From an optimization exercise on the open Yosys and OpenROAD flow, aimed at small area, a short achievable clock period and few clock cycles per item; shortcuts taken in it are not production practice. The RTL was checked by simulation tests, not by an equivalence proof against the original design. Power is estimated from default activity; no workload was simulated.

==> flow/design.v <==
`timescale 1ns / 1ps
`default_nettype none
package sds_pkg;
   localparam int CYL_W       = 16;
   localparam int MOVE_W      = 17;
   localparam int REQ_DATA_W  = 32;
   localparam int RSP_DATA_W  = 40;
   localparam logic [MOVE_W-1:0] MOVE_MAX = 17'h1FFFF;
   localparam logic [CYL_W-1:0] LAST_CYL_RESET = 16'd199;
   localparam logic OP_ADD = 1'b0;
   localparam logic OP_RUN = 1'b1;
   typedef struct packed {
      logic             valid;
      logic             first;
      logic             turn;
      logic             last;
      logic [CYL_W-1:0] cyl;
   } emit_type;
endpackage
`default_nettype wire
`timescale 1ns / 1ps
`default_nettype none
import sds_pkg::*;
module sds_cmp (
   input  wire logic [sds_pkg::CYL_W-1:0] a,
   input  wire logic [sds_pkg::CYL_W-1:0] nb,
   input  wire logic                      ge,
   output logic                           gt
);
   logic [CYL_W-1:0] gg, pp;
   always_comb begin
      gg = a & nb;
      pp = a | nb;
      for (int w = 1; w < CYL_W; w = w * 2) begin
         for (int k = CYL_W - 1; k >= 0; k--) begin
            if ((k % (2 * w)) == (2 * w - 1)) begin
               gg[k] = gg[k] | (pp[k] & gg[k-w]);
               pp[k] = pp[k] & pp[k-w];
            end
         end
      end
      gt = gg[CYL_W-1] | (pp[CYL_W-1] & ge);
   end
endmodule
`default_nettype wire
`timescale 1ns / 1ps
`default_nettype none
import sds_pkg::*;
module scan_disk_scheduler_top #(
   parameter int MAX_REQUESTS = 32
) (
   input  wire logic                          clock,
   input  wire logic                          reset,
   input  wire logic                          req_tvalid,
   output logic                               req_tready,
   input  wire logic [sds_pkg::REQ_DATA_W-1:0] req_tdata,
   input  wire logic                          req_tuser,
   output logic                               rsp_tvalid,
   input  wire logic                          rsp_tready,
   output logic [sds_pkg::RSP_DATA_W-1:0]     rsp_tdata,
   output logic                               rsp_tuser,
   output logic                               rsp_tlast,
   input  wire logic                          csr_wr_en,
   input  wire logic [sds_pkg::CYL_W-1:0]     csr_wr_data
);
   localparam int N     = MAX_REQUESTS;
   localparam int PAD_W = RSP_DATA_W - MOVE_W - CYL_W;
   function automatic logic [CYL_W-1:0] abs_diff(input logic [CYL_W-1:0] a,
                                                 input logic [CYL_W-1:0] b);
      logic [CYL_W-1:0] gg, pp, hh, gn, pn, c0, c1;
      logic             ge;
      gg = a & ~b;
      pp = a | ~b;
      hh = a ^ ~b;
      for (int d = 1; d < CYL_W; d = d * 2) begin
         gn = gg;
         pn = pp;
         for (int k = d; k < CYL_W; k++) begin
            gn[k] = gg[k] | (pp[k] & gg[k-d]);
            pn[k] = pp[k] & pp[k-d];
         end
         gg = gn;
         pp = pn;
      end
      c0 = {gg[CYL_W-2:0], 1'b0};
      c1 = {gg[CYL_W-2:0] | pp[CYL_W-2:0], 1'b1};
      ge = gg[CYL_W-1] | pp[CYL_W-1];
      abs_diff = ge ? (hh ^ c1) : ~(hh ^ c0);
   endfunction
   function automatic logic [MOVE_W-1:0] add_sat(input logic [MOVE_W-1:0] a,
                                                 input logic [MOVE_W-1:0] b);
      logic [MOVE_W-1:0] gg, pp, hh, gn, pn, c;
      gg = a & b;
      pp = a | b;
      hh = a ^ b;
      for (int d = 1; d < MOVE_W; d = d * 2) begin
         gn = gg;
         pn = pp;
         for (int k = d; k < MOVE_W; k++) begin
            gn[k] = gg[k] | (pp[k] & gg[k-d]);
            pn[k] = pp[k] & pp[k-d];
         end
         gg = gn;
         pp = pn;
      end
      c = {gg[MOVE_W-2:0], 1'b0};
      add_sat = gg[MOVE_W-1] ? MOVE_MAX : (hh ^ c);
   endfunction
   logic [CYL_W-1:0]  last_cyl_ff;
   logic              i_full_ff;
   logic              i_op_ff;        
   logic              i_up_ff;        
   logic              i_cin_ff;       
   logic [CYL_W-1:0]  i_nval_ff;      
   logic              q_full_ff;
   logic              q_op_ff;
   logic              q_up_ff;
   logic [CYL_W-1:0]  q_val_ff;
   logic [N-1:0]      q_cmp_ff;       
   logic [CYL_W-1:0]  arr_ff [N];
   logic [N-1:0]      vld_ff;
   logic              walk_ff;        
   logic              begun_ff;       
   logic              second_ff;      
   logic              asc_ff;         
   logic              empty2_ff;      
   logic [N-1:0]      ptr_ff;         
   logic              x_vld_ff;
   logic              x_first_ff;
   logic              x_turn_ff;
   logic              x_last_ff;
   logic [CYL_W-1:0]  x_cyl_ff;
   logic              y_vld_ff;
   logic              y_first_ff;
   logic              y_turn_ff;
   logic              y_last_ff;
   logic [CYL_W-1:0]  y_cyl_ff;
   logic [CYL_W-1:0]  y_step_ff;
   logic              o_vld_ff;
   logic              o_turn_ff;
   logic              o_last_ff;
   logic [CYL_W-1:0]  o_cyl_ff;
   logic [MOVE_W-1:0] o_total_ff;
   logic [MOVE_W-1:0] travel_ff;
   logic              q_ins;          
   logic              q_drop;         
   logic              q_release;      
   logic              q_done;
   logic              i2q;            
   logic              start;          
   logic              adv;            
   logic              walk_end;       
   assign q_ins     = q_full_ff && !q_op_ff && !walk_ff && !vld_ff[N-1];
   assign q_drop    = q_full_ff && !q_op_ff && !walk_ff && vld_ff[N-1];
   assign q_release = q_full_ff && q_op_ff && begun_ff && (second_ff || !walk_ff);
   assign q_done    = q_ins || q_drop || q_release;
   assign i2q       = i_full_ff && (!q_full_ff || q_done);
   assign start     = q_full_ff && q_op_ff && !begun_ff && !walk_ff && !x_vld_ff;
   logic              i_full_n, q_full_n, q_op_n, walk_n, begun_n, second_n;
   logic              turn;           
   logic              rdy_ff;
   always_comb begin
      i_full_n = reset ? 1'b0 : (req_tvalid && rdy_ff) ? 1'b1 : i2q ? 1'b0 : i_full_ff;
      q_full_n = reset ? 1'b0 : i2q ? 1'b1 : q_done ? 1'b0 : q_full_ff;
      q_op_n   = i2q ? i_op_ff : q_op_ff;
      walk_n   = (reset || walk_end) ? 1'b0 : start ? 1'b1 : walk_ff;
      begun_n  = (reset || q_release) ? 1'b0 : start ? 1'b1 : begun_ff;
      second_n = start ? 1'b0 : turn ? 1'b1 : second_ff;
   end
   always_ff @(posedge clock) begin
      rdy_ff <= !i_full_n || !q_full_n || (!q_op_n && !walk_n) ||
                (q_op_n && begun_n && (second_n || !walk_n));
   end
   assign req_tready = rdy_ff;
   logic [N-1:0]      raw;            
   logic              pend;           
   logic [N-1:0]      gq;             
   logic [N-1:0]      bq;             
   logic [N-1:0]      cmp_in;
   for (genvar i = 0; i < N; i++) begin : g_cmp
      sds_cmp u_cmp (.a(arr_ff[i]), .nb(i_nval_ff), .ge(i_cin_ff), .gt(raw[i]));
   end
   sds_cmp u_pend (.a(q_val_ff), .nb(i_nval_ff), .ge(i_cin_ff), .gt(pend));
   logic              up_in;          
   sds_cmp u_up (.a(req_tdata[2*CYL_W-1:CYL_W]), .nb(~(last_cyl_ff >> 1)), .ge(1'b0), .gt(up_in));
   always_comb begin
      gq   = ~vld_ff | q_cmp_ff;
      bq   = gq & ~{gq[N-2:0], 1'b0};
      for (int i = 0; i < N; i++) begin
         if (q_ins && gq[i]) begin
            cmp_in[i] = bq[i] ? pend : raw[i == 0 ? 0 : i-1];
         end else begin
            cmp_in[i] = raw[i];
         end
      end
   end
   always_ff @(posedge clock) begin
      i_full_ff <= i_full_n;
   end
   always_ff @(posedge clock) begin
      if (req_tvalid && req_tready) begin
         i_op_ff  <= req_tuser;
         i_up_ff  <= up_in;
         i_cin_ff <= req_tuser && up_in;
         i_nval_ff <= ~(req_tuser ? req_tdata[2*CYL_W-1:CYL_W] : req_tdata[CYL_W-1:0]);
      end
   end
   always_ff @(posedge clock) begin
      q_full_ff <= q_full_n;
      q_op_ff   <= q_op_n;
   end
   always_ff @(posedge clock) begin
      if (i2q) begin
         q_up_ff  <= i_up_ff;
         q_val_ff <= ~i_nval_ff;
         q_cmp_ff <= cmp_in;
      end
   end
   always_ff @(posedge clock) begin
      if (q_ins) begin
         for (int i = 0; i < N; i++) begin
            if (gq[i]) begin
               arr_ff[i] <= (i > 0 && gq[i == 0 ? 0 : i-1]) ? arr_ff[i == 0 ? 0 : i-1] : q_val_ff;
            end
         end
      end
   end
   always_ff @(posedge clock) begin
      if (reset || walk_end) begin
         vld_ff <= '0;
      end else if (q_ins) begin
         vld_ff <= {vld_ff[N-2:0], 1'b1};
      end
   end
   logic [N:0]        bnd;            
   logic [N-1:0]      asc_start;
   logic [N-1:0]      desc_start;
   logic              hit;            
   logic              nxt_hit;        
   logic [N-1:0]      ptr_nxt;
   logic [CYL_W-1:0]  rd;
   logic              o_adv;          
   logic              y_adv;          
   assign o_adv = !o_vld_ff || rsp_tready;
   assign y_adv = !y_vld_ff || o_adv;
   assign adv   = !x_vld_ff || y_adv;
   always_comb begin
      bnd        = {~gq[N-1], bq};
      asc_start  = bnd[N-1:0];
      desc_start = bnd[N:1];
      ptr_nxt    = asc_ff ? {ptr_ff[N-2:0], 1'b0} : {1'b0, ptr_ff[N-1:1]};
      hit        = |(ptr_ff & vld_ff);
      nxt_hit    = |(ptr_nxt & vld_ff);
      rd         = '0;
      for (int i = 0; i < N; i++) begin
         rd = rd | (arr_ff[i] & {CYL_W{ptr_ff[i]}});
      end
   end
   assign walk_end = walk_ff && adv &&
                     (hit ? (second_ff && !nxt_hit) : (!second_ff && empty2_ff));
   assign turn = walk_ff && adv && !hit && !second_ff;
   always_ff @(posedge clock) begin
      walk_ff   <= walk_n;
      begun_ff  <= begun_n;
      second_ff <= second_n;
   end
   always_ff @(posedge clock) begin
      if (start) begin
         asc_ff    <= q_up_ff;
         ptr_ff    <= q_up_ff ? asc_start : desc_start;
         empty2_ff <= q_up_ff ? gq[0] : !(|(vld_ff & q_cmp_ff));
      end else if (walk_ff && adv) begin
         if (hit) begin
            ptr_ff <= ptr_nxt;
         end else if (!second_ff) begin
            asc_ff    <= !q_up_ff;
            ptr_ff    <= q_up_ff ? desc_start : asc_start;
         end
      end
   end
   always_ff @(posedge clock) begin
      if (reset) begin
         x_vld_ff <= 1'b0;
      end else if (start) begin
         x_vld_ff <= 1'b1;
      end else if (adv) begin
         x_vld_ff <= walk_ff && (hit || !second_ff);
      end
   end
   always_ff @(posedge clock) begin
      if (start || adv) begin
         x_first_ff <= start;
         x_turn_ff  <= !start && !hit;
         x_last_ff  <= !start && walk_end;
         if (start) begin
            x_cyl_ff <= q_val_ff;
         end else if (hit) begin
            x_cyl_ff <= rd;
         end else begin
            x_cyl_ff <= q_up_ff ? last_cyl_ff : '0;
         end
      end
   end
   always_ff @(posedge clock) begin
      if (reset) begin
         y_vld_ff <= 1'b0;
      end else if (y_adv) begin
         y_vld_ff <= x_vld_ff;
      end
   end
   always_ff @(posedge clock) begin
      if (x_vld_ff && y_adv) begin
         y_first_ff <= x_first_ff;
         y_turn_ff  <= x_turn_ff;
         y_last_ff  <= x_last_ff;
         y_cyl_ff   <= x_cyl_ff;
         y_step_ff  <= abs_diff(x_cyl_ff, y_cyl_ff);
      end
   end
   logic [MOVE_W-1:0] sat;
   logic              o_load;
   assign o_load = y_vld_ff && o_adv;
   assign sat    = add_sat(travel_ff, MOVE_W'(y_step_ff));
   always_ff @(posedge clock) begin
      if (reset) begin
         o_vld_ff <= 1'b0;
      end else if (o_load) begin
         o_vld_ff <= 1'b1;
      end else if (rsp_tready) begin
         o_vld_ff <= 1'b0;
      end
   end
   always_ff @(posedge clock) begin
      if (o_load) begin
         o_cyl_ff   <= y_cyl_ff;
         o_turn_ff  <= y_turn_ff;
         o_last_ff  <= y_last_ff;
         o_total_ff <= y_last_ff ? sat : '0;
         travel_ff  <= y_first_ff ? '0 : sat;
      end
   end
   always_ff @(posedge clock) begin
      if (reset) begin
         last_cyl_ff <= LAST_CYL_RESET;
      end else if (csr_wr_en) begin
         last_cyl_ff <= csr_wr_data;
      end
   end
   assign rsp_tvalid = o_vld_ff;
   assign rsp_tdata  = {{PAD_W{1'b0}}, o_total_ff, o_cyl_ff};
   assign rsp_tuser  = o_turn_ff;
   assign rsp_tlast  = o_last_ff;
endmodule
`default_nettype wire
==> flow/run.sh <==
#!/bin/bash
# synth_recipe.tcl (not shown) runs the flow's synth.tcl, then flattens the netlist and writes it again
# the make line also repeats each setting of config.mk as NAME=value (left out here)
make -C /OpenROAD-flow-scripts/flow DESIGN_CONFIG=/design/flow/config.mk WORK_HOME=/design/flow/orfs CLKGATE_MAP_FILE= SYNTH_SCRIPT=/design/flow/synth_recipe.tcl finish
==> flow/config.mk <==
export PLATFORM = sky130hd
export DESIGN_NAME = scan_disk_scheduler_top
export DESIGN_NICKNAME = scan_disk_scheduler_top
export VERILOG_FILES = /design/flow/design.v
export SDC_FILE = /design/flow/constraint.sdc
export NUM_CORES = 4
export LEC_CHECK = 0
export CAP_MARGIN = 20
export CORE_MARGIN = 2
export CORE_UTILIZATION = 60
export CTS_CLUSTER_DIAMETER = 60
export CTS_CLUSTER_SIZE = 20
export SETUP_SLACK_MARGIN = 5.0
export SLEW_MARGIN = 20
export SYNTH_HIERARCHICAL = 1
export SYNTH_MINIMUM_KEEP_SIZE = 0
==> flow/constraint.sdc <==
create_clock -name core_clock -period 8.0 [get_ports {clock}]
set_input_delay 1.6000 -clock core_clock [delete_from_list [all_inputs] [get_ports {clock}]]
set_output_delay 1.6000 -clock core_clock [all_outputs]
set_load 0.01 [all_outputs]
==> notes.md, run 1 <==
• **post-route insts no fill** 5505
• **Slew HR** 0.223
• **Final Instance Area** 51800 µm²
• **count of max-cap constraint violations** 0
• **Worst Path Arrival** 3.49 ns
• **total of flip-flops plus latches after synthesis** 778
• **share of the yosys chip area belonging to registers** 0.490
• **post-detail-place hpwl** 133 mm
• **final hold violation count** 0
• **crit end category** flip-flop
• **Die Y-Extent** 282 µm
• **warnings from Yosys** 10
• **grt total ovfl** 0
• **primary flip-flop cell chosen by synthesis mapping** edfxtp_1
• **synthesis-to-layout area growth** 11.3%
• **clock slew seen by the registers of the worst setup and hold paths** 0.08 ns
• **leakage power of the design** 17.7 nW
• **Post-synth ARST share** 0
• **Setup Total Neg Slack** 0 ns
• **die extent in x** 282 µm
• **Sequential Power Share** 0.477
• **Startpoint Class** flip-flop
• **mean routed wirelength per cell** 34.6 µm
• **initial drt markers** 7847
• **post-synth cell types** 71
• **share of the cycle needed by the critical path after routing** 0.393
• **critical-path cell with the highest stage delay** nor3_2
• **placed inst area** 49000 µm²
• **RD Place Congestion** 1.12
• **post-cts hold buffer count** 0
• **pin count of the biggest net entering global routing** 84
• **overall routed net length** 191 mm
• **transition at the pin with the smallest max-transition slack** 1.16 ns
• **Worst Path Class, Setup** reg2reg
• **status** no timing/DRC/antenna violations
• **I/O pin count** 98
• **Final Max Slew Viols** 0
• **Min Clock Period, post-route** 3.14 ns
• **number of enable flip-flop cells after synthesis** 720
• **total core area** 77100 µm²
• **biggest cell delay along the critical path** 0.65 ns
• **TritonCTS sink count** 778
• **total routing resource utilization after global routing** 0.470
• **clock network fraction of total power** 0.344
• **Cell Int Power** 7.23 mW
• **initial cell density of the core** 0.603
• **TritonCTS clock tree** yes
• **clk_skew** 0.0247 ns
• **synthesized area per cell** 10.8 µm²
• **share of cells above drive strength 1** 0.202
• **number of buffers created by CTS** 69
• **final setup violation count** 0
• **summed instance area of the synthesized netlist** 46500 µm²
• **Net Switching** 3.33 mW
• **minimum setup slack after placement** 3.67 ns
• **vias in the first global route** 36900
• **number of antenna-violating nets in the routed design** 0
• **detailed-route via count** 41700
• **routed vias/inst** 7.57
• **part of the total power dissipated in combinational logic** 0.179
• **Worst-Skew Late Latency** 0.64 ns
• **largest fanout of any net on the critical path** 16
• **class of the worst hold path** reg2reg
• **power per cell area** 204 nW/µm²
• **detailed-router iteration count before antenna repair** 9
• **Port Buffers** 90
• **clock tree root buffer cell** clkbuf_16
• **number of core rows** 102
• **maximum number of buffers from clock root to sink** 3
• **unrepaired setup endpoints after global routing** true
• **area enclosed by the die boundary** 79700 µm²
• **number of H-tree levels** 3
• **DR DRC count** 0
• **setup slack of the critical path after layout** 4.86 ns
• **first-pass GRT wire length** 266 mm
• **antenna violations before repair** 5
• **switching fraction of total power** 0.315
• **peak ir drop on the vdd network** 0.193 mV
• **fmax** 318 MHz
• **cells along the critical path** buf_4 -> a22o_1 -> a221oi_2 -> nand4_1 -> nor3_2 -> nor2_1 -> a31oi_1 -> a21oi_1
• **required time reported for the critical path endpoint** 8.35 ns
• **Final nets** 4530
• **Mapped Cells** 4324
• **instance count after placement with tap cells included** 5357
Yosys cell counts (104+ instances only):
cell	instances	area [µm²]
mux2_2	507	5710
o22ai_1	144	901
a22oi_1	261	1960
edfxtp_1	720	21600
a31oi_1	213	1330
nor2_1	468	1760
a21oi_1	278	1390
inv_1	131	492
clkbuf_1	175	657
a22o_1	104	911
nand2_1	198	743
nor3_1	155	776
layout by cell type (no fill, tap or decap), types with 74 or more instances in the layout:
master,netlist,routed
clkbuf_16,0,74
a31oi_1,213,213
edfxtp_1,720,720
inv_1,131,128
nor3_1,155,142
nand2_1,198,195
a22oi_1,261,261
mux2i_1,76,74
buf_4,7,140
nor2_1,468,461
o22ai_1,144,144
mux2_2,507,507
a22o_1,104,104
a21oi_1,278,278
path summary, 6_finish.rpt:
check,startpoint,to,slack [ns],cells past startpoint
worst min-delay path,i_up_ff,q_up_ff,0.41,0
worst min register to register,i_up_ff,q_up_ff,0.41,0
worst max-delay path,ptr_ff[10],x_cyl_ff[1],4.86,8
worst max register to register,ptr_ff[10],x_cyl_ff[1],4.86,8
state kept, by name, indices dropped and copies added, names as in the netlist, 16 cells and up:
| name | count |
|---|---|
| arr_ff | 512 |
| ptr_ff | 32 |
| q_cmp_ff | 32 |
| vld_ff | 32 |
| o_total_ff | 17 |
| travel_ff | 17 |
| i_nval_ff | 16 |
| last_cyl_ff | 16 |
| o_cyl_ff | 16 |
| q_val_ff | 16 |
| x_cyl_ff | 16 |
| y_cyl_ff | 16 |
| y_step_ff | 16 |
worst max-delay path: cells and delay by family, from the launching register on:
| family | cells | cell delay [ns] |
|---|---|---|
| and+or+nand+nor | 3 | 0.96 |
| AOI/OAI and AO/OA | 4 | 1.14 |
| DFF | 1 | 0.45 |
| buffers and inverters | 1 | 0.28 |
modules after synthesis, one instance, submodules excluded:
module | cells | cell area (µm²)
scan_disk_scheduler_top | 2998 | 38700
sds_cmp | 39 | 229
kinds of logic (layout without fill, tap and decap cells):
logic type                 Yosys count  after routing  synth area share
xor gates and xnor gates            26             26           0.00490
other                                2             13          0.000162
DFF                                778            778             0.490
and+or+nand+nor                   1028           1030            0.0986
muxes                              583            583             0.139
buffers and inverters              376            504            0.0315
adders and majority gates           65             65            0.0178
AOI/OAI and AO/OA                 1466           1466             0.218
layout make-up:
type	count	area, µm²
repair buffers	248	2130
diodes	3	7.51
clock buffers	77	1860
fillers	6083	25300
flip-flops and latches	778	22800
inverters	133	503
clock inverters	45	532
multi-input cells	3180	22600
well taps	1040	1300
repair inverters	1	5.00
routing by layer:
layer / global-route usage / vias to the layer above / wire length (µm)
met5: 0 / - / 45
met4: 0.224 / 2 / 11600
met3: 0.204 / 570 / 33600
met2: 0.638 / 3628 / 75800
met1: 0.641 / 20200 / 69500
li1: - / 17300 / -
power by group through the flow:
stage | clock network (mW) | logic, mW | registers [mW]
2_1_floorplan | 0 | 1.09 | 5.02
3_3_place_gp | 0 | 1.72 | 5.10
3_5_place_dp | 0 | 1.75 | 5.10
4_1_cts | 3.62 | 1.78 | 5.01
5_1_grt | 3.76 | 1.98 | 5.04
6_report | 3.64 | 1.89 | 5.03
timing repair:
action / CTS / global route
pin swaps: 6 / 6
hold endpoints to repair: 0 / 0
setup endpoints to repair: 169 / 145
buffers inserted: 11 / 9
gates cloned: 1 / 2
resized for setup: 62 / 38
metrics by stage:
step / power (mW) / hold WS [ns] / utilization
6_report: 10.6 / 0.410 / 0.672
5_1_grt: 10.8 / 0.438 / 0.671
4_1_cts: 10.4 / 0.417 / 0.668
3_5_place_dp: 6.85 / 0.406 / 0.635
3_3_place_gp: 6.81 / 0.402 / 0.635
2_1_floorplan: 6.11 / 0.400 / -
Testbench counts, summed over its fixed seeds: cycles 3,543, items 1,655.
==> run 2, diff against run 1 <==
--- a/flow/design.v
+++ b/flow/design.v
@@ -119,12 +119,14 @@
    logic [N-1:0]      q_cmp_ff;       
    logic [CYL_W-1:0]  arr_ff [N];
    logic [N-1:0]      vld_ff;
+   logic [N-1:0]      vldo_ff;
    logic              walk_ff;        
    logic              begun_ff;       
    logic              second_ff;      
    logic              asc_ff;         
    logic              empty2_ff;      
    logic [N-1:0]      ptr_ff;         
+   logic [1:0]        room_ff;        
    logic              x_vld_ff;
    logic              x_first_ff;
    logic              x_turn_ff;
@@ -150,14 +152,20 @@
    logic              start;          
    logic              adv;            
    logic              walk_end;       
-   assign q_ins     = q_full_ff && !q_op_ff && !walk_ff && !vld_ff[N-1];
-   assign q_drop    = q_full_ff && !q_op_ff && !walk_ff && vld_ff[N-1];
+   logic              allow;          
+   assign allow     = !walk_ff || (second_ff && asc_ff && (room_ff != 2'd0));
+   assign q_ins     = q_full_ff && !q_op_ff && allow && !vld_ff[N-1];
+   assign q_drop    = q_full_ff && !q_op_ff && allow && vld_ff[N-1];
    assign q_release = q_full_ff && q_op_ff && begun_ff && (second_ff || !walk_ff);
    assign q_done    = q_ins || q_drop || q_release;
    assign i2q       = i_full_ff && (!q_full_ff || q_done);
    assign start     = q_full_ff && q_op_ff && !begun_ff && !walk_ff && !x_vld_ff;
-   logic              i_full_n, q_full_n, q_op_n, walk_n, begun_n, second_n;
+   logic              i_full_n, q_full_n, q_op_n, walk_n, begun_n, second_n, asc_n;
+   logic [1:0]        room_n;
    logic              turn;           
+   logic              rd2;            
+   logic [N-1:0]      asc_start;
+   logic [N-1:0]      desc_start;
    logic              rdy_ff;
    always_comb begin
       i_full_n = reset ? 1'b0 : (req_tvalid && rdy_ff) ? 1'b1 : i2q ? 1'b0 : i_full_ff;
@@ -166,10 +174,22 @@
       walk_n   = (reset || walk_end) ? 1'b0 : start ? 1'b1 : walk_ff;
       begun_n  = (reset || q_release) ? 1'b0 : start ? 1'b1 : begun_ff;
       second_n = start ? 1'b0 : turn ? 1'b1 : second_ff;
+      asc_n    = start ? q_up_ff : turn ? !q_up_ff : asc_ff;
+      if (turn) begin
+         room_n = asc_start[0] ? 2'd0 : asc_start[1] ? 2'd1 : 2'd2;
+      end else if (rd2 && !(q_ins && walk_ff)) begin
+         room_n = (room_ff == 2'd0) ? 2'd1 : 2'd2;
+      end else if (!rd2 && q_ins && walk_ff) begin
+         room_n = room_ff - 2'd1;
+      end else begin
+         room_n = room_ff;
+      end
    end
    always_ff @(posedge clock) begin
-      rdy_ff <= !i_full_n || !q_full_n || (!q_op_n && !walk_n) ||
+      rdy_ff <= !i_full_n || !q_full_n ||
+                (!q_op_n && (!walk_n || (second_n && asc_n && (room_n != 2'd0)))) ||
                 (q_op_n && begun_n && (second_n || !walk_n));
+      room_ff <= room_n;
    end
    assign req_tready = rdy_ff;
    logic [N-1:0]      raw;            
@@ -219,22 +239,26 @@
    always_ff @(posedge clock) begin
       if (q_ins) begin
          for (int i = 0; i < N; i++) begin
-            if (gq[i]) begin
+            if (gq[i] && (i == 0 || vld_ff[i == 0 ? 0 : i-1])) begin
                arr_ff[i] <= (i > 0 && gq[i == 0 ? 0 : i-1]) ? arr_ff[i == 0 ? 0 : i-1] : q_val_ff;
             end
          end
       end
    end
    always_ff @(posedge clock) begin
-      if (reset || walk_end) begin
+      if (reset || start) begin
          vld_ff <= '0;
       end else if (q_ins) begin
          vld_ff <= {vld_ff[N-2:0], 1'b1};
       end
    end
+   always_ff @(posedge clock) begin
+      if (start) begin
+         vldo_ff <= vld_ff;
+      end
+   end
+   logic [N-1:0]      gr;             
    logic [N:0]        bnd;            
-   logic [N-1:0]      asc_start;
-   logic [N-1:0]      desc_start;
    logic              hit;            
    logic              nxt_hit;        
    logic [N-1:0]      ptr_nxt;
@@ -245,12 +269,13 @@
    assign y_adv = !y_vld_ff || o_adv;
    assign adv   = !x_vld_ff || y_adv;
    always_comb begin
-      bnd        = {~gq[N-1], bq};
+      gr         = walk_ff ? (~vldo_ff | q_cmp_ff) : gq;
+      bnd        = {~gr[N-1], gr & ~{gr[N-2:0], 1'b0}};
       asc_start  = bnd[N-1:0];
       desc_start = bnd[N:1];
       ptr_nxt    = asc_ff ? {ptr_ff[N-2:0], 1'b0} : {1'b0, ptr_ff[N-1:1]};
-      hit        = |(ptr_ff & vld_ff);
-      nxt_hit    = |(ptr_nxt & vld_ff);
+      hit        = |(ptr_ff & vldo_ff);
+      nxt_hit    = |(ptr_nxt & vldo_ff);
       rd         = '0;
       for (int i = 0; i < N; i++) begin
          rd = rd | (arr_ff[i] & {CYL_W{ptr_ff[i]}});
@@ -259,21 +284,21 @@
    assign walk_end = walk_ff && adv &&
                      (hit ? (second_ff && !nxt_hit) : (!second_ff && empty2_ff));
    assign turn = walk_ff && adv && !hit && !second_ff;
+   assign rd2  = walk_ff && adv && hit && second_ff;
    always_ff @(posedge clock) begin
       walk_ff   <= walk_n;
       begun_ff  <= begun_n;
       second_ff <= second_n;
+      asc_ff    <= asc_n;
    end
    always_ff @(posedge clock) begin
       if (start) begin
-         asc_ff    <= q_up_ff;
          ptr_ff    <= q_up_ff ? asc_start : desc_start;
          empty2_ff <= q_up_ff ? gq[0] : !(|(vld_ff & q_cmp_ff));
       end else if (walk_ff && adv) begin
          if (hit) begin
             ptr_ff <= ptr_nxt;
          end else if (!second_ff) begin
-            asc_ff    <= !q_up_ff;
             ptr_ff    <= q_up_ff ? desc_start : asc_start;
          end
       end
==> run 2 against run 1 <==
Against the previous run:
- die area up 4.2%
- clock power up 5.5%
- register-to-register slack better by 0.09 ns
- hold slack better by 0.0064 ns
- final cell count up 2.0%
- critical path depth up 1
- area after synthesis up 4.3%
- clock skew up 0.016 ns
- total power down 1.9%
- cell area up 3.7%
- sequential share of layout area up 0.26 points
==> notes.md, run 2 <==
• **status** no timing/DRC/antenna violations
• **post-detail-place hpwl** 142 mm, +6.8%
• **top cell type's share of synthesized area** 0.465, about the same
• **post-cts hold buffer count** 0, unchanged
• **Final nets** 4615, +1.9%
• **mean routed wirelength per cell** 35.6 µm, +2.9%
• **primary flip-flop cell chosen by synthesis mapping** edfxtp_1
• **routed vias/inst** 7.67, +1.3%
• **met1 capacity usage during global routing** 0.625, -0.0164
• **warnings from Yosys** 10, unchanged
• **Worst R2R Path Depth** 9, +1
• **top cell type by total area after synthesis** edfxtp_1
• **critical-path cell with the highest stage delay** buf_4
• **initial cell density of the core** 0.604, +0.000713
• **compound-gate portion of the synthesized area** 0.213, -0.00518
• **power per cell area** 193 nW/µm², -5.5%
• **transition at the pin with the smallest max-transition slack** 1.23 ns, +0.0720 ns
• **Startpoint Class** flip-flop
• **grt total ovfl** 0, unchanged
• **detailed-router iteration count before antenna repair** 10, +1
• **Filler Cells Inserted** 6270, +3.1%
• **GRT busiest layer** met2
• **number of antenna-violating nets in the routed design** 0, unchanged
• **DR DRC count** 0, unchanged
• **TritonCTS clock tree** yes
• **end point of the worst hold path** o_turn_ff
• **leakage power of the design** 18.0 nW, +1.8%
• **top cells by instance count after synthesis** edfxtp_1 (751), mux2_2 (515), nor2_1 (503)
• **worst hold path cell count** 0, unchanged
• **post-synth cell types** 85, +20%
• **adder and majority cell fraction of the synthesized area** 0.0173, -0.000473
• **required time reported for the critical path endpoint** 8.49 ns, +0.14 ns
• **most frequent standard cell in the layout excluding fill and tap cells** edfxtp_1
• **Hold WS** 0.416 ns, +0.00645 ns
• **vias in the first global route** 38100, +3.1%
• **number of buffers created by CTS** 71, +2.9%
• **number of H-tree levels** 3, unchanged
• **Worst Path Class, Setup** reg2reg
• **flip-flop count of the largest register, all copies and words added** 512, unchanged
• **maximum number of buffers from clock root to sink** 3, unchanged
• **synthesis-to-layout area growth** 10.7%
• **final hold violation count** 0, unchanged
• **overall routed net length** 200 mm, +5.0%
• **pin count of the biggest net entering global routing** 74, -12%
• **met2 routing resource usage after global routing** 0.646, +0.00748
• **most frequent cell after synthesis** edfxtp_1
• **Die Y-Extent** 288 µm, +2.1%
• **minimum setup slack after placement** 3.95 ns, +0.274 ns
• **number of enable flip-flop cells after synthesis** 751, +4.3%
• **share of cells above drive strength 1** 0.203, +0.000796
• **die extent in x** 288 µm, +2.1%
• **detailed-route via count** 43100, +3.4%
• **summed instance area of the synthesized netlist** 48500 µm², +4.3%
• **commonest cells after routing, fill and taps aside** edfxtp_1 (751), mux2_2 (514), nor2_1 (501)
• **combinational family with the most area after synthesis** compound AO/OA/AOI/OAI gates
• **cells along the critical path** buf_4 -> buf_4 -> o22a_1 -> nand2_1 -> o22ai_1 -> a21oi_2 -> o211ai_1 -> mux2i_1 -> a21oi_1
• **final setup violation count** 0, unchanged
• **R2R Setup Slk** 4.94 ns, +0.09 ns
• **total core area** 80300 µm², +4.2%
• **cell types with the largest area share after synthesis** edfxtp_1 (47%), mux2_2 (12%), a22oi_1 (4.0%), nor2_1 (3.9%), a21oi_1 (2.7%)
• **Worst Path Arrival** 3.55 ns, +0.06 ns
• **total routing resource utilization after global routing** 0.468, -0.00194
• **startpoint of the tightest hold check path** y_turn_ff
• **Slew HR** 0.175, -0.0482
• **biggest cell delay along the critical path** 0.63 ns, -0.02 ns
• **count of max-cap constraint violations** 0, unchanged
• **Post-synth ARST share** 0, unchanged
• **total area of multi-input combinational cells** 23600 µm², +4.3%
• **clock slew seen by the registers of the worst setup and hold paths** 0.08 ns, about the same
• **met3 Use GR** 0.213, +0.00951
• **peak ir drop on the vdd network** 0.223 mV, +15%
• **number of core rows** 104, +2.0%
• **RD Place Congestion** 1.06, -5.7%
• **share of the yosys chip area belonging to registers** 0.490, about the same
• **setup slack of the critical path after layout** 4.94 ns, +0.0861 ns
• **total of flip-flops plus latches after synthesis** 812, +4.4%
• **unrepaired setup endpoints after global routing** true
• **Worst path most repeated cell** buf_4
• **I/O pin count** 98, unchanged
• **clock tree root buffer cell** clkbuf_16
• **placed inst area** 50700 µm², +3.5%
• **crit end category** flip-flop
• **synthesized area per cell** 10.9 µm², +1.2%
• **Worst-Skew Late Latency** 0.67 ns, +0.03 ns
• **Worst R2R Start** i_nval_ff[1]
• **antenna violations before repair** 13, +8
• **area enclosed by the die boundary** 83100 µm², +4.2%
• **largest register by flop count** arr_ff
• **multiplexer share of the synthesized area** 0.145, +0.00632
• **largest fanout of any net on the critical path** 47, +31
• **fmax** 327 MHz, +2.8%
• **fraction of the mapped netlist area in simple logic gates** 0.0973, -0.00131
• **Mapped Cells** 4454, +3.0%
• **Final Instance Area** 53700 µm², +3.7%
• **Final Max Slew Viols** 0, unchanged
• **endpoint of the worst-slack reg-to-reg timing path** q_cmp_ff[24]
• **Port Buffers** 90, unchanged
• **class of the worst hold path** reg2reg
• **Register Area** 23800 µm², +4.4%
• **clk_skew** 0.0407 ns, +0.0160 ns
• **initial drt markers** 7647, -2.5%
• **share of the cycle needed by the critical path after routing** 0.382, -0.0108
• **first-pass GRT wire length** 276 mm, +3.8%
• **TritonCTS sink count** 812, +4.4%
• **Min Clock Period, post-route** 3.06 ns, -0.0861 ns
• **post-synthesis share of cell area spent on xor and xnor gates** 0.00524, +0.000341
• **end-of-flow core utilization** 0.669, -0.00271
• **Setup Total Neg Slack** 0 ns, unchanged
## run 2: logic make-up (layout without fill, tap and decap cells)
logic type,count (synthesis),in the layout
adders and majority gates,66,66
DFF,812,812
other,2,14
buffers and inverters,387,476
AOI/OAI and AO/OA,1481,1481
xor gates and xnor gates,29,29
muxes,640,640
and+or+nand+nor,1037,1039
## run 2: worst max path at each step
stage | startpoint | endpoint | slack, ns
finish | i_nval_ff[1] | q_cmp_ff[24] | 4.94
CTS | walk_ff | ptr_ff[2] | 5.01
detailed placement | req_tvalid | rdy_ff | 3.95
global route | i_nval_ff[2] | q_cmp_ff[18] | 4.96
global placement | req_tvalid | rdy_ff | 4.00
floorplan | rsp_tready | rdy_ff | 4.59
## run 2: per-module statistics from Yosys, one instance, submodules excluded
module | copies in the design | cell area, µm² | flip-flops and latches
sds_cmp | 34 | 229 | 0
scan_disk_scheduler_top | 1 | 40700 | 812
## run 2: metal layers
layer	up-vias	wire [µm]
met3	723	35900
met4	6	12500
met2	3781	80600
met1	20900	71000
met5	-	41
li1	17700	-
## run 2: timing repair
action,4_1_cts,5_1_grt
pin swaps,1,11
buffers inserted,3,5
gates cloned,0,3
endpoints found under the setup margin,404,343
resized for setup,77,65
## run 2: worst max-delay path: cells and delay by family, from the launching register on
family | cells | cell delay (ns)
muxes | 1 | 0.18
DFF | 1 | 0.35
AOI/OAI and AO/OA | 5 | 1.30
and+or+nand+nor | 1 | 0.06
buffers and inverters | 2 | 0.96
## run 2: cell type report
class,instances,share of cell area
flip-flops and latches,812,0.443
multi-input cells,3265,0.440
clock buffers,80,0.0361
repair buffers,205,0.0352
well taps,1060,0.0247
clock inverters,51,0.0115
inverters,140,0.00988
diodes,4,0.000186
## run 2: per-stage QoR
stage                     std cells  total power [mW]
final                          5617              10.4
after global placement         5469              6.45
after CTS                      5603              10.2
after global routing           5614              10.5
after floorplan                4462              5.88
after detailed placement       5469              6.47
## run 2: report_power, final
part	leakage [nW]	internal, mW	switching (mW)
registers	7.29	4.71	0.0955
clock network	1.23	1.95	1.89
logic	9.45	0.551	1.16
Testbench counts of run 2, summed over its fixed seeds: cycles 3,124, items 1,655.
==> run 3, diff against run 2 <==
--- a/flow/design.v
+++ b/flow/design.v
@@ -132,13 +132,10 @@
    logic              x_turn_ff;
    logic              x_last_ff;
    logic [CYL_W-1:0]  x_cyl_ff;
-   logic              y_vld_ff;
-   logic              y_first_ff;
-   logic              y_turn_ff;
-   logic              y_last_ff;
-   logic [CYL_W-1:0]  y_cyl_ff;
-   logic [CYL_W-1:0]  y_step_ff;
    logic              o_vld_ff;
+   logic              o_pend_ff;      
+   logic              step_vld_ff;    
+   logic [CYL_W-1:0]  step_ff;        
    logic              o_turn_ff;
    logic              o_last_ff;
    logic [CYL_W-1:0]  o_cyl_ff;
@@ -264,10 +261,8 @@
    logic [N-1:0]      ptr_nxt;
    logic [CYL_W-1:0]  rd;
    logic              o_adv;          
-   logic              y_adv;          
-   assign o_adv = !o_vld_ff || rsp_tready;
-   assign y_adv = !y_vld_ff || o_adv;
-   assign adv   = !x_vld_ff || y_adv;
+   assign o_adv = !o_pend_ff && (!o_vld_ff || rsp_tready);
+   assign adv   = !x_vld_ff || o_adv;
    always_comb begin
       gr         = walk_ff ? (~vldo_ff | q_cmp_ff) : gq;
       bnd        = {~gr[N-1], gr & ~{gr[N-2:0], 1'b0}};
@@ -326,42 +321,44 @@
          end
       end
    end
-   always_ff @(posedge clock) begin
-      if (reset) begin
-         y_vld_ff <= 1'b0;
-      end else if (y_adv) begin
-         y_vld_ff <= x_vld_ff;
-      end
-   end
-   always_ff @(posedge clock) begin
-      if (x_vld_ff && y_adv) begin
-         y_first_ff <= x_first_ff;
-         y_turn_ff  <= x_turn_ff;
-         y_last_ff  <= x_last_ff;
-         y_cyl_ff   <= x_cyl_ff;
-         y_step_ff  <= abs_diff(x_cyl_ff, y_cyl_ff);
-      end
-   end
    logic [MOVE_W-1:0] sat;
    logic              o_load;
-   assign o_load = y_vld_ff && o_adv;
-   assign sat    = add_sat(travel_ff, MOVE_W'(y_step_ff));
+   assign o_load = x_vld_ff && o_adv;
+   assign sat    = add_sat(travel_ff, MOVE_W'(step_ff));
    always_ff @(posedge clock) begin
       if (reset) begin
-         o_vld_ff <= 1'b0;
-      end else if (o_load) begin
-         o_vld_ff <= 1'b1;
-      end else if (rsp_tready) begin
-         o_vld_ff <= 1'b0;
+         o_vld_ff    <= 1'b0;
+         o_pend_ff   <= 1'b0;
+         step_vld_ff <= 1'b0;
+      end else begin
+         step_vld_ff <= o_load && !x_first_ff;
+         if (o_pend_ff) begin
+            o_vld_ff  <= 1'b1;
+            o_pend_ff <= 1'b0;
+         end else if (o_load) begin
+            o_vld_ff  <= !x_last_ff;
+            o_pend_ff <= x_last_ff;
+         end else if (rsp_tready) begin
+            o_vld_ff  <= 1'b0;
+         end
       end
    end
    always_ff @(posedge clock) begin
       if (o_load) begin
-         o_cyl_ff   <= y_cyl_ff;
-         o_turn_ff  <= y_turn_ff;
-         o_last_ff  <= y_last_ff;
-         o_total_ff <= y_last_ff ? sat : '0;
-         travel_ff  <= y_first_ff ? '0 : sat;
+         o_cyl_ff   <= x_cyl_ff;
+         o_turn_ff  <= x_turn_ff;
+         o_last_ff  <= x_last_ff;
+         o_total_ff <= '0;
+         step_ff    <= abs_diff(x_cyl_ff, o_cyl_ff);
+      end else if (o_pend_ff) begin
+         o_total_ff <= sat;
+      end
+   end
+   always_ff @(posedge clock) begin
+      if (o_load && x_first_ff) begin
+         travel_ff <= '0;
+      end else if (step_vld_ff) begin
+         travel_ff <= sat;
       end
    end
    always_ff @(posedge clock) begin
==> flow/flow/run.sh (new file) <==
#!/bin/bash
set -euo pipefail
export BUFFER_PORTS_ARGS="-buffer_cell sky130_fd_sc_hd__buf_4"
bash standard.sh > standard.log 2>&1
test -s out/final.def
==> flow/standard.sh (new file) <==
#!/bin/bash
# synth_recipe.tcl (not shown) runs the flow's synth.tcl, then flattens the netlist and writes it again
# the make line also repeats each setting of config.mk as NAME=value (left out here)
make -C /OpenROAD-flow-scripts/flow DESIGN_CONFIG=/design/flow/config.mk WORK_HOME=/design/flow/orfs CLKGATE_MAP_FILE= SYNTH_SCRIPT=/design/flow/synth_recipe.tcl "${@:-finish}"
removed: flow/run.sh
==> run 3 against run 2 <==
Against the previous run:
- clock power up 1%
- clock skew up 0.0072 ns
- first-iteration DRC count up 50%
- non-clock buffer count up 39
- die area down 0.53%
- area after synthesis down 0.54%
- critical path type unchanged
- largest power group unchanged
- highest routed layer unchanged
==> notes.md, run 3 <==
• **Post-synth ARST share** 0, unchanged
• **required time reported for the critical path endpoint** 8.39 ns, -0.10 ns
• **instance count after placement with tap cells included** 6510, +19%
• **number of H-tree levels** 3, unchanged
• **post-synthesis share of cell area spent on xor and xnor gates** 0.00545, +0.000210
• **top cell type by total area after synthesis** edfxtp_1
• **vias in the first global route** 46400, +22%
• **maximum number of buffers from clock root to sink** 3, unchanged
• **power per cell area** 253 nW/µm², +31%
• **first-pass GRT wire length** 343 mm, +24%
• **summed instance area of the synthesized netlist** 48200 µm², -0.54%
• **routed vias/inst** 7.77, +1.4%
• **Final Max Slew Viols** 0, unchanged
• **total routing resource utilization after global routing** 0.591, +0.123
• **total of flip-flops plus latches after synthesis** 794, -2.2%
• **leakage power of the design** 20.5 nW, +14%
• **adder and majority cell fraction of the synthesized area** 0.0174, +0.0000940
• **primary flip-flop cell chosen by synthesis mapping** edfxtp_1
• **top cells by instance count after synthesis** nand2_1 (1659), edfxtp_1 (698), nor2_1 (447)
• **crit path launch** ptr_ff[0]
• **warnings from Yosys** 10, unchanged
• **transition at the pin with the smallest max-transition slack** 1.25 ns, +0.0222 ns
• **Port Buffers** 90, unchanged
• **Worst-Skew Late Latency** 0.69 ns, +0.02 ns
• **area enclosed by the die boundary** 82700 µm², -0.53%
• **share of the yosys chip area belonging to registers** 0.474, -0.0158
• **startpoint of the tightest hold check path** i_up_ff
• **Worst R2R Start** ptr_ff[0]
• **initial cell density of the core** 0.608, +0.00455
• **compound-gate portion of the synthesized area** 0.227, +0.0146
• **crit end category** flip-flop
• **flip-flop count of the largest register, all copies and words added** 512, unchanged
• **clock slew seen by the registers of the worst setup and hold paths** 0.08 ns, about the same
• **share of the cycle needed by the critical path after routing** 0.402, +0.0200
• **TritonCTS sink count** 794, -2.2%
• **DR DRC count** 0, unchanged
• **Min Clock Period, post-route** 3.22 ns, +0.160 ns
• **Setup Total Neg Slack** 0 ns, unchanged
• **TritonCTS clock tree** yes
• **Worst Path Arrival** 3.61 ns, +0.06 ns
• **fmax** 311 MHz, -5.0%
• **post-route insts no fill** 6709, +19%
• **final setup violation count** 0, unchanged
• **RD Place Congestion** 1.15, +8.6%
• **pin count of the biggest net entering global routing** 101, +36%
• **post-synth cell types** 81, -4.7%
• **cell types with the largest area share after synthesis** edfxtp_1 (43%), nand2_1 (13%), a22oi_1 (4.4%), dfxtp_1 (4.0%), nor2_1 (3.5%)
• **number of core rows** 103, -0.96%
• **multiplexer share of the synthesized area** 0.0251, -0.120
• **Final nets** 5688, +23%
• **Slew HR** 0.155, -0.0199
• **Final Instance Area** 53600 µm², -0.24%
• **total core area** 79300 µm², -1.3%
• **commonest cells after routing, fill and taps aside** nand2_1 (1654), edfxtp_1 (698), nor2_1 (443)
• **I/O pin count** 98, unchanged
• **Filler Cells Inserted** 6226, -0.70%
• **initial drt markers** 11400, +50%
• **grt total ovfl** 0, unchanged
• **Pwr Total** 13.6 mW, +31%
• **most frequent standard cell in the layout excluding fill and tap cells** nand2_1
• **Die Y-Extent** 288 µm, -0.27%
• **class of the worst hold path** reg2reg
• **share of cells above drive strength 1** 0.107, -0.0957
• **peak ir drop on the vdd network** 0.216 mV, -3.1%
• **Mapped Cells** 5557, +25%
• **detailed-route via count** 52200, +21%
• **clock tree root buffer cell** clkbuf_16
• **combinational family with the most area after synthesis** compound AO/OA/AOI/OAI gates
• **count of max-cap constraint violations** 0, unchanged
• **number of buffers created by CTS** 72, +1.4%
• **final hold violation count** 0, unchanged
• **Worst R2R Path Depth** 7, -2
• **antenna violations before repair** 41, +28
• **largest register by flop count** arr_ff
• **post-detail-place hpwl** 174 mm, +22%
• **overall routed net length** 250 mm, +25%
• **Worst Path Class, Setup** reg2reg
• **mean routed wirelength per cell** 37.3 µm, +4.8%
• **synthesized area per cell** 8.68 µm², -20%
• **largest fanout of any net on the critical path** 17, -64%
• **Startpoint Class** flip-flop
• **placed inst area** 50000 µm², -1.3%
• **most frequent cell after synthesis** nand2_1
• **top cell type's share of synthesized area** 0.435, -0.0305
• **worst hold path cell count** 0, unchanged
• **number of enable flip-flop cells after synthesis** 698, -7.1%
• **unrepaired setup endpoints after global routing** true
• **post-cts hold buffer count** 0, unchanged
• **die extent in x** 288 µm, -0.27%
• **fraction of the mapped netlist area in simple logic gates** 0.214, +0.116
• **number of antenna-violating nets in the routed design** 0, unchanged
• **detailed-router iteration count before antenna repair** 14, +4
• **status** no timing/DRC/antenna violations
• **clk_skew** 0.0479 ns, +0.00719 ns
• **synthesis-to-layout area growth** 11.1%
[run 3: changes by cell type in the layout (fill, tap and decap cells not counted), moves of 30 or more]
cell / before / now
nand2_1: 142 / 1654
mux2_2: 514 / 46
buf_4: 91 / 206
mux2i_1: 122 / 64
nor2_1: 501 / 443
edfxtp_1: 751 / 698
clkdlybuf4s50_1: 52 / 0
dlygate4sd2_1: 37 / 0
a21oi_1: 259 / 294
dfxtp_1: 60 / 93
and2_2: 32 / 1
nand2b_1: 7 / 37
[run 3: cell families after synthesis]
| logic type | after synthesis |
|---|---|
| AND/OR/NAND/NOR | 2511 |
| AO/OA/AOI/OAI | 1588 |
| flip-flops | 794 |
| buffers and inverters | 451 |
| multiplexers | 115 |
| adder cells (fa/ha/maj) | 66 |
| XOR/XNOR | 30 |
| other | 2 |
[run 3: final cells by class]
| type | instances | area, µm² | area share |
|---|---|---|---|
| clock inverter | 49 | 641 | 0.0120 |
| sequential | 794 | 22900 | 0.427 |
| multi-input combinational | 4322 | 24100 | 0.450 |
| timing repair inverter | 2 | 15.0 | 0.000280 |
| inverter | 132 | 510 | 0.00953 |
| clock buffer | 84 | 1920 | 0.0358 |
| timing repair buffer | 244 | 2090 | 0.0390 |
| tap | 1050 | 1310 | 0.0245 |
| antenna | 32 | 80.1 | 0.00149 |
[run 3: what timing repair did]
item,4_1_cts,5_1_grt
gates cloned,5,0
endpoints found under the setup margin,584,578
resized for setup,55,92
pin swaps,12,14
hold endpoints to repair,0,0
buffers inserted,22,7
[run 3: path summary, 6_finish.rpt]
path | endpoint | slack [ns]
worst min-delay path | q_up_ff | 0.45
worst min register to register | q_up_ff | 0.45
worst max-delay path | x_cyl_ff[0] | 4.78
worst max register to register | x_cyl_ff[0] | 4.78
[run 3: through the flow]
stage	hold slack, ns	worst slack (ns)	util
after CTS	0.437	4.84	0.669
after global routing	0.466	4.72	0.675
after global placement	0.424	4.10	0.631
after detailed placement	0.408	4.04	0.631
after floorplan	0.400	4.65	-
final	0.449	4.78	0.676
[run 3: modules after synthesis, one instance, submodules excluded]
module / times used / area, µm² / flops+latches
sds_cmp: 34 / 229 / 0
scan_disk_scheduler_top: 1 / 40400 / 794
[run 3: metal layers]
layer	track usage	vias to the layer above	wire length (µm)
met5	0.00465	-	147
met1	0.695	24100	77600
met4	0.506	20	29600
met3	0.310	1702	48800
met2	0.786	5795	94300
li1	-	20500	-
[run 3: critical path: stages (launching register included)]
cell,delay [ns]
edfxtp_1,0.44
buf_4,0.24
a22oi_1,0.88
nand4_1,0.43
nor3_2,0.59
nor2_1,0.09
a31oi_1,0.16
a21oi_1,0.11
[run 3: power breakdown]
part	internal (mW)	switching (mW)	total, mW
registers	4.79	0.247	5.03
logic	1.44	3.22	4.65
clock network	1.94	1.94	3.88
Testbench counts of run 3, summed over its fixed seeds: cycles 3,124, items 1,655.
==> run 4, diff against run 3 <==
--- a/flow/design.v
+++ b/flow/design.v
@@ -21,6 +21,22 @@
 `timescale 1ns / 1ps
 `default_nettype none
 import sds_pkg::*;
+module sds_cell_next (
+   input  wire logic [sds_pkg::CYL_W-1:0] cur,
+   input  wire logic [sds_pkg::CYL_W-1:0] below,
+   input  wire logic [sds_pkg::CYL_W-1:0] new_val,
+   input  wire logic                      sel_hold,
+   input  wire logic                      sel_below,
+   input  wire logic                      sel_new,
+   output logic      [sds_pkg::CYL_W-1:0] nxt
+);
+   assign nxt = (cur & {CYL_W{sel_hold}}) | (below & {CYL_W{sel_below}}) |
+                (new_val & {CYL_W{sel_new}});
+endmodule
+`default_nettype wire
+`timescale 1ns / 1ps
+`default_nettype none
+import sds_pkg::*;
 module sds_cmp (
    input  wire logic [sds_pkg::CYL_W-1:0] a,
    input  wire logic [sds_pkg::CYL_W-1:0] nb,
@@ -233,13 +249,29 @@
          q_cmp_ff <= cmp_in;
       end
    end
+   logic [N-1:0]      wr;             
+   logic [N-1:0]      wr_below;       
+   logic [CYL_W-1:0]  arr_nxt [N];
+   always_comb begin
+      for (int i = 0; i < N; i++) begin
+         wr[i]       = q_ins && gq[i] && (i == 0 || vld_ff[i == 0 ? 0 : i-1]);
+         wr_below[i] = (i > 0) && gq[i == 0 ? 0 : i-1];
+      end
+   end
+   for (genvar i = 0; i < N; i++) begin : g_cell
+      sds_cell_next u_next (
+         .cur       (arr_ff[i]),
+         .below     (arr_ff[i == 0 ? 0 : i-1]),
+         .new_val   (q_val_ff),
+         .sel_hold  (!wr[i]),
+         .sel_below (wr[i] && wr_below[i]),
+         .sel_new   (wr[i] && !wr_below[i]),
+         .nxt       (arr_nxt[i])
+      );
+   end
    always_ff @(posedge clock) begin
-      if (q_ins) begin
-         for (int i = 0; i < N; i++) begin
-            if (gq[i] && (i == 0 || vld_ff[i == 0 ? 0 : i-1])) begin
-               arr_ff[i] <= (i > 0 && gq[i == 0 ? 0 : i-1]) ? arr_ff[i == 0 ? 0 : i-1] : q_val_ff;
-            end
-         end
+      for (int i = 0; i < N; i++) begin
+         arr_ff[i] <= arr_nxt[i];
       end
    end
    always_ff @(posedge clock) begin
--- a/flow/config.mk
+++ b/flow/config.mk
@@ -7,7 +7,7 @@
 export LEC_CHECK = 0
 export CAP_MARGIN = 20
 export CORE_MARGIN = 2
-export CORE_UTILIZATION = 60
+export CORE_UTILIZATION = 45
 export CTS_CLUSTER_DIAMETER = 60
 export CTS_CLUSTER_SIZE = 20
 export SETUP_SLACK_MARGIN = 5.0
==> run 4 against run 3 <==
Against the previous run:
- non-clock buffer count up 31
- synthesized cell count down 8.2%
- sequential power about the same
- final cell count down 1.0%
- critical endpoint is now x_cyl_ff[11]
- highest routed layer unchanged
- clock skew down 0.0071 ns
==> notes.md, run 4 <==
• **R2R Setup Slk** 4.88 ns, +0.10 ns
• **Cell Int Power** 8.49 mW, +4.0%
• **number of H-tree levels** 3, unchanged
• **pin count of the biggest net entering global routing** 101, unchanged
• **Mapped Cells** 5104, -8.2%
• **first-pass GRT wire length** 351 mm, +2.3%
• **warnings from Yosys** 11, +1
• **met3 Use GR** 0.203, -0.107
• **required time reported for the critical path endpoint** 8.46 ns, +0.07 ns
• **post-cts hold buffer count** 0, unchanged
• **synthesis-to-layout area growth** 15.9%
• **DR DRC count** 0, unchanged
• **top cells by instance count after synthesis** inv_1 (672), dfxtp_1 (608), nor2_1 (554)
• **flip-flop count of the largest register, all copies and words added** 512, unchanged
• **crit end category** flip-flop
• **grt total ovfl** 0, unchanged
• **TritonCTS clock tree** yes
• **maximum number of buffers from clock root to sink** 3, unchanged
• **Final nets** 5363, -5.7%
• **Worst path most repeated cell** nor2_1
• **Die Y-Extent** 320 µm, +11%
• **cells along the critical path** buf_4 -> a22o_1 -> a221oi_1 -> nand4_1 -> nor3_4 -> nor2_1 -> a311oi_1 -> nor2_1
• **Min Clock Period, post-route** 3.12 ns, -0.0954 ns
• **combinational family with the most area after synthesis** compound AO/OA/AOI/OAI gates
• **overall routed net length** 260 mm, +3.9%
• **mean routed wirelength per cell** 39.2 µm, +5.0%
• **number of antenna-violating nets in the routed design** 0, unchanged
• **transition at the pin with the smallest max-transition slack** 1.04 ns, -0.211 ns
• **top cell type by total area after synthesis** dfxtp_1
• **number of enable flip-flop cells after synthesis** 186, -73%
• **met2 routing resource usage after global routing** 0.673, -0.113
• **fmax** 321 MHz, +3.1%
• **detailed-route via count** 50100, -3.9%
• **clock tree root buffer cell** clkbuf_16
• **area enclosed by the die boundary** 103000 µm², +24%
• **synthesized area per cell** 8.82 µm², +1.7%
• **top cell type's share of synthesized area** 0.270, -0.164
• **post-synth cell types** 81, unchanged
• **leakage power of the design** 21.9 nW, +6.6%
• **primary flip-flop cell chosen by synthesis mapping** dfxtp_1
• **total buffers and inverters traversed by the critical path** 1, unchanged
• **switching fraction of total power** 0.418, +0.0199
• **peak ir drop on the vdd network** 0.255 mV, +18%
• **unrepaired setup endpoints after global routing** true
• **part of the total power dissipated in combinational logic** 0.357, +0.014
• **fraction of the mapped netlist area in simple logic gates** 0.110, -0.104
• **most frequent cell after synthesis** inv_1
• **kind of cell with the highest combined delay on the critical path** compound AO/OA/AOI/OAI gates
• **biggest cell delay along the critical path** 0.66 ns, -0.22 ns
• **share of the cycle needed by the critical path after routing** 0.390, -0.0119
• **critical-path cell with the highest stage delay** a221oi_1
• **share of cells above drive strength 1** 0.129, +0.0216
• **Worst-Skew Late Latency** 0.72 ns, +0.03 ns
• **post-synthesis share of cell area spent on xor and xnor gates** 0.00564, +0.000191
• **antenna violations before repair** 23, -44%
• **met1 capacity usage during global routing** 0.596, -0.0990
• **commonest cells after routing, fill and taps aside** inv_1 (669), dfxtp_1 (606), a222oi_1 (512)
• **total routing resource utilization after global routing** 0.485, -0.106
• **Post-synth ARST share** 0, unchanged
• **clock slew seen by the registers of the worst setup and hold paths** 0.08 ns, about the same
• **count of max-cap constraint violations** 0, unchanged
• **power per cell area** 279 nW/µm², +10%
• **I/O pin count** 98, unchanged
• **multiplexer share of the synthesized area** 0.0329, +0.00786
• **Startpoint Class** flip-flop
• **compound-gate portion of the synthesized area** 0.348, +0.121
• **total core area** 99700 µm², +26%
• **cell types with the largest area share after synthesis** dfxtp_1 (27%), edfxtp_1 (12%), a222oi_1 (11%), inv_1 (5.6%), nor2_1 (4.6%)
• **largest fanout of any net on the critical path** 19, +2
• **TritonCTS sink count** 794, unchanged
• **RD Place Congestion** 1.09, -5.4%
• **Net Switching** 6.10 mW, +13%
• **initial drt markers** 11100, -2.7%
• **GRT busiest layer** met2
• **post-detail-place hpwl** 177 mm, +1.4%
• **share of the yosys chip area belonging to registers** 0.394, -0.0802
• **Setup Total Neg Slack** 0 ns, unchanged
• **Hold WS** 0.432 ns, -0.0172 ns
• **final setup violation count** 0, unchanged
• **clk_skew** 0.0408 ns, -0.00714 ns
• **adder and majority cell fraction of the synthesized area** 0.0187, +0.00124
• **Final Max Slew Viols** 0, unchanged
• **initial cell density of the core** 0.452, -0.157
• **number of buffers created by CTS** 83, +15%
• **Sequential Power Share** 0.346, -0.025
• **most frequent standard cell in the layout excluding fill and tap cells** inv_1
• **Pwr Total** 14.6 mW, +7.6%
• **final hold violation count** 0, unchanged
• **largest register by flop count** arr_ff
• **routed vias/inst** 7.55, -2.9%
• **class of the worst hold path** reg2reg
• **Port Buffers** 90, unchanged
• **status** no timing/DRC/antenna violations
• **Slew HR** 0.304, +0.149
• **total of flip-flops plus latches after synthesis** 794, unchanged
• **Worst Path Arrival** 3.58 ns, -0.03 ns
• **number of core rows** 116, +13%
• **die extent in x** 320 µm, +11%
• **vias in the first global route** 44000, -5.2%
• **summed instance area of the synthesized netlist** 45000 µm², -6.6%
• **Worst Path Class, Setup** reg2reg
• **detailed-router iteration count before antenna repair** 16, +2
• **clock network fraction of total power** 0.297, +0.011
-- run 4: cell types whose count changed after synthesis, sizes merged, moves of 107 or more --
cell | before | now
clkbuf | 245 | 79
inv | 131 | 672
a222oi | 1 | 512
dfxtp | 96 | 608
nand2 | 1659 | 240
edfxtp | 698 | 186
nor2 | 447 | 554
-- run 4: final cells by class --
type,instances,area [µm²]
flip-flops and latches,794,17800
well taps,1298,1620
clock buffers,90,2170
multi-input cells,3413,24300
diodes,28,70.1
repair inverters,2,15.0
repair buffers,275,2860
fillers,9281,47500
inverters,674,2540
clock inverters,65,837
-- run 4: kinds of logic after synthesis --
logic type / Yosys count
mux: 143
buf+inv: 914
xor+xnor: 29
compound gates: 2021
simple gates: 1135
flops: 794
other cells: 2
fa+ha+maj: 66
-- run 4: what timing repair did --
item                                   4_1_cts  5_1_grt
setup endpoints to repair                  668      658
buffers inserted                            54       14
pin swaps                                   31       17
endpoints found under the hold margin        0        0
gates resized for setup                    163       89
cloned                                       4        4
-- run 4: worst register-to-register path: stages, from the launching register on --
cell and delay (ns):
edfxtp_1 0.37, buf_4 0.29, a22o_1 0.35, a221oi_1 0.66, nand4_1 0.38, nor3_4 0.45
nor2_1 0.08, a311oi_1 0.21, nor2_1 0.07
-- run 4: stage by stage --
stage	cells	worst slack (ns)	instance area, µm²	util
6_report	6639	4.88	52200	0.524
4_1_cts	6592	4.95	51400	0.516
2_1_floorplan	5119	4.72	45200	-
5_1_grt	6614	4.88	52200	0.523
3_3_place_gp	6377	3.93	46900	0.470
3_5_place_dp	6379	3.84	46900	0.470
-- run 4: power by group through the flow --
stage / Clock [mW] / Sequential, mW / Combinational, mW
2_1_floorplan: 0 / 5.01 / 2.85
3_3_place_gp: 0 / 5.17 / 4.57
3_5_place_dp: 0 / 5.17 / 4.60
4_1_cts: 4.32 / 5.02 / 4.85
5_1_grt: 4.47 / 5.07 / 5.38
6_report: 4.33 / 5.05 / 5.21
-- run 4: worst paths after layout --
path	startpoint	endpoint	cells past startpoint
min reg2reg	i_up_ff	q_up_ff	0
max reg2reg	ptr_ff[3]	x_cyl_ff[11]	8
min	i_up_ff	q_up_ff	0
max	ptr_ff[3]	x_cyl_ff[11]	8
-- run 4: modules after synthesis (local to each module, per instance) --
module                   cell area (µm²)  times used  flops+latches
scan_disk_scheduler_top            29300           1            794
sds_cmp                              229          34              0
sds_cell_next                        248          32              0
-- run 4: routing by layer --
layer / up-vias / wire (µm)
met5: - / 138
met4: 10 / 24300
met3: 1128 / 41000
met2: 4524 / 103000
met1: 24000 / 92000
li1: 20500 / -
Testbench counts of run 4, summed over its fixed seeds: cycles 3,124, items 1,655.

## port drivers added, routing unchanged
Ports are ideal in the flow. The routed layouts listed here were re-timed in OpenROAD.
Step 1: set_driving_cell puts a clkbuf_16 on clock and a buf_2 on each other input, an assumption about the parent block.
Step 2, shift: input delay + t, output delay - t, t = (earliest + latest rising clock arrival at the registers) / 2. This alone moves slack from input paths to output paths.
Slacks: ideal / step 1 / step 2; pairs: ideal / step 1.
run | t, ns | setup WS [ns] | worst setup path at the end | clock arrival spread, ns | slew at the worst register clock pin (ns)
run 1 | 0.695 | 4.858 / 4.858 / 4.346 | input to register | 0.033 / 0.033 | 0.09 / 0.09
run 2 | 0.717 | 4.945 / 4.945 / 4.416 | input to register | 0.042 / 0.042 | 0.09 / 0.09
run 3 | 0.744 | 4.785 / 4.785 / 4.491 | input to register | 0.050 / 0.051 | 0.09 / 0.09
run 4 | 0.780 | 4.880 / 4.880 / 4.645 | input to register | 0.042 / 0.042 | 0.09 / 0.09
After both steps every run listed still meets setup and hold. The setup slack of run 2, which loses most, moves by 0.000 ns with the drivers and by -0.529 ns with both steps.
